Source: an optimization exercise on an open RTL-to-GDS flow (aim: small area, a short achievable clock period and few clock cycles). Production flows keep margins and buffers that such runs may drop. The RTL was checked by simulation tests, not by an equivalence proof against the original design. Power figures rest on the tool's default switching activity, not on a simulated workload.

## run 1
// parity_cpu_top
module parity_cpu_top (
	input  logic                   clk,
	input  logic                   arst_n,
	input  logic                   psel,
	input  logic                   penable,
	input  logic                   pwrite,
	input  logic [9-1:0] paddr,
	input  cpu_pkg::byte_t         pwdata,
	output cpu_pkg::byte_t         prdata,
	output logic                   pready,
	output logic                   pslverr
);
export LEC_CHECK = 0
export CAP_MARGIN = 20
export CORE_MARGIN = 2
export CORE_UTILIZATION = 65
export CTS_BUF_LIST = sky130_fd_sc_hd__clkbuf_16
export CTS_CLUSTER_DIAMETER = 80
export CTS_CLUSTER_SIZE = 25
export SLEW_MARGIN = 20
create_clock -name core_clock -period 10.0 [get_ports {clk}]
standard.sh (not shown) runs the stock make flow with config.mk's settings and CLKGATE_MAP_FILE= SYNTH_SCRIPT=/design/flow/synth_recipe.tcl, a recipe that flattens the netlist after the stock synthesis.
==> flow/flow/run.sh <==
#!/bin/bash
set -euo pipefail
bash standard.sh SETUP_SLACK_MARGIN=6.8 finish > standard.log 2>&1
Run 1 went all the way through the flow, and no timing, DRC or antenna check failed.
Testbench counts of run 1, summed over its fixed seeds: cycles 10,229.
[inputs] run 2 vs run 1
==> flow/flow/run.sh <==
#!/bin/bash
set -euo pipefail
bash standard.sh SETUP_SLACK_MARGIN=6.6 finish > standard.log 2>&1
==> run summary <==
- Lower final cell count without fillers among run 2 and run 1: run 2
- Post-synthesis xor/xnor area fraction delta (run 2 -> run 1): insignificant
- From run 1 to run 2 the numbers moved as follows: number of buffers and inverters on the critical path essentially unchanged, biggest fanout along the worst timing path increased 1, hold slack increased 0.0040 ns, total power after layout essentially unchanged.
- For the routed wire length, run 2 came in 1900 um higher than run 1 did.
- On clock-pin slew on the worst setup and hold paths, run 2 and run 1 are neck and neck.
- Run 2: final routed wire length divided by cell count higher than run 1
- Run 2 did not stop at any stage, and its layout met the timing, design-rule and antenna checks.
Relative to run 2, the following input files were edited for run 3:
- CORE_UTILIZATION: 65 -> 55
- CTS_CLUSTER_SIZE: 25 -> 30
==> flow/flow/run.sh <==
#!/bin/bash
set -euo pipefail
bash standard.sh SETUP_SLACK_MARGIN=6.8 finish > standard.log 2>&1
### Flow results
Run 3 and run 2 ended up with roughly the same detailed-route wire length.
Post-CTS clock slew at the launch and capture registers of the worst setup and hold paths delta (run 2 -> run 3): insignificant
Changes observed in run 3 relative to run 2: via count of the first global-routing pass decreased about 1.6%; fraction of met2 tracks used by global routing decreased 6.4 points; worst setup slack decreased 0.11 ns.
Run 3 ended up with prdata_q[1] as its capture point of the worst path; run 2 ended up with ready_q.
#### Input delta (run 4 over run 3)
- CORE_UTILIZATION: 55 -> 65
Run 4 against run 3: placement row count saw a decrease, later-pin clock latency in the skew report saw little to no change, wire length of the first global-routing pass saw a decrease, cell depth of the worst setup path saw an increase, share of total power in combinational logic saw little to no change.
Between run 3 and run 4, the difference in flip-flop and latch share of the layout cell area is negligible.
Comparing run 3 and run 4, met3 global-route usage is higher on run 4.
Largest net degree at the start of global routing, run 4 vs run 3: down by more than a quarter
On area growth from synthesis to layout, run 3 and run 4 are neck and neck.

* * *

parity_cpu_top again, from the RTL that the note above started with.
## parity_cpu_top
module parity_cpu_top (
	input  logic                   clk,
	input  logic                   arst_n,
	input  logic                   psel,
	input  logic                   penable,
	input  logic                   pwrite,
	input  logic [9-1:0] paddr,
	input  cpu_pkg::byte_t         pwdata,
	output cpu_pkg::byte_t         prdata,
	output logic                   pready,
	output logic                   pslverr
);
==> flow/config.mk <==
export PLATFORM = sky130hd
export DESIGN_NAME = parity_cpu_top
export DESIGN_NICKNAME = parity_cpu_top
export VERILOG_FILES = /design/flow/design.v
export SDC_FILE = /design/flow/constraint.sdc
export NUM_CORES = 4
export LEC_CHECK = 0
export CAP_MARGIN = 20
export CORE_MARGIN = 2
export CORE_UTILIZATION = 55
export CTS_BUF_LIST = sky130_fd_sc_hd__clkbuf_16
export CTS_CLUSTER_DIAMETER = 80
export CTS_CLUSTER_SIZE = 25
export SLEW_MARGIN = 20
==> flow/constraint.sdc <==
create_clock -name core_clock -period 10.0 [get_ports {clk}]
set_input_delay 2.0000 -clock core_clock [delete_from_list [all_inputs] [get_ports {clk}]]
set_output_delay 2.0000 -clock core_clock [all_outputs]
set_load 0.01 [all_outputs]
==> flow/flow/run.sh <==
#!/bin/bash
set -euo pipefail
bash standard.sh SETUP_SLACK_MARGIN=6.9 finish > standard.log 2>&1
The baseline completed without violations.
Testbench counts at the start, summed over its fixed seeds: cycles 10,229.
Next try:
==> flow/flow/run.sh (replaced) <==
#!/bin/bash
set -euo pipefail
bash standard.sh SETUP_SLACK_MARGIN=6.8 finish > standard.log 2>&1
Die area does not change.
Final cell count shrinks by 0.35%.
Wire length shrinks by 1.5%.
Worst hold slack is about the same.
Next try:
==> flow/flow/run.sh (replaced) <==
#!/bin/bash
set -euo pipefail
bash standard.sh SETUP_SLACK_MARGIN=6.7 finish > standard.log 2>&1
- CORE_UTILIZATION: 55 -> 65
Result:
- The new run went through all stages and came out clean
- register-to-register slack is worse by 140 ps
- area after synthesis stays the same
- final cell count drops by 4.6%
- via count climbs by 0.35%
- maximum frequency climbs by 0.91%
- cell area drops by 0.76%
- wire length climbs by 0.84%

-- separate check: timing with driven ports --
Ports are ideal in the flow. The routed layouts listed here were re-timed in OpenROAD. Step 1: set_driving_cell puts a clkbuf_16 on clk and a buf_2 on each other input, an assumption about the parent block. Step 2 adds t to the input delays and takes it off the output delays; t is the mean of the earliest and latest rising clock arrival at the registers after step 1. Input paths then give back, and output paths get back, about the clock's delay inside the block. a / b / c = ideal / step 1 / step 2; a / b = the first two.
| run | t (ns) | setup WS [ns] | hold slack, ns | slew at the worst register clock pin (ns) |
|---|---|---|---|---|
| run 1 | 0.740 | 6.606 / 6.540 / 5.800 | 0.290 / 0.290 / 0.290 | 0.11 / 0.11 |
| run 2 | 0.738 | 6.602 / 6.550 / 5.812 | 0.294 / 0.294 / 0.294 | 0.11 / 0.11 |
| run 3 | 0.740 | 6.493 / 6.352 / 5.612 | 0.322 / 0.322 / 0.322 | 0.12 / 0.12 |
| run 4 | 0.727 | 6.576 / 6.427 / 5.700 | 0.311 / 0.311 / 0.311 | 0.12 / 0.12 |
| the first run of note 2 | 0.766 | 6.471 / 6.364 / 5.599 | 0.311 / 0.311 / 0.311 | 0.11 / 0.11 |
| the second run of note 2 | 0.764 | 6.578 / 6.439 / 5.675 | 0.313 / 0.313 / 0.313 | 0.10 / 0.10 |
| the third run of note 2 | 0.738 | 6.609 / 6.520 / 5.782 | 0.295 / 0.295 / 0.295 | 0.11 / 0.11 |
After both steps every run listed still meets setup and hold. For the second run of note 2, which loses most, drivers alone change the setup slack by -0.139 ns; drivers and shift together by -0.903 ns.
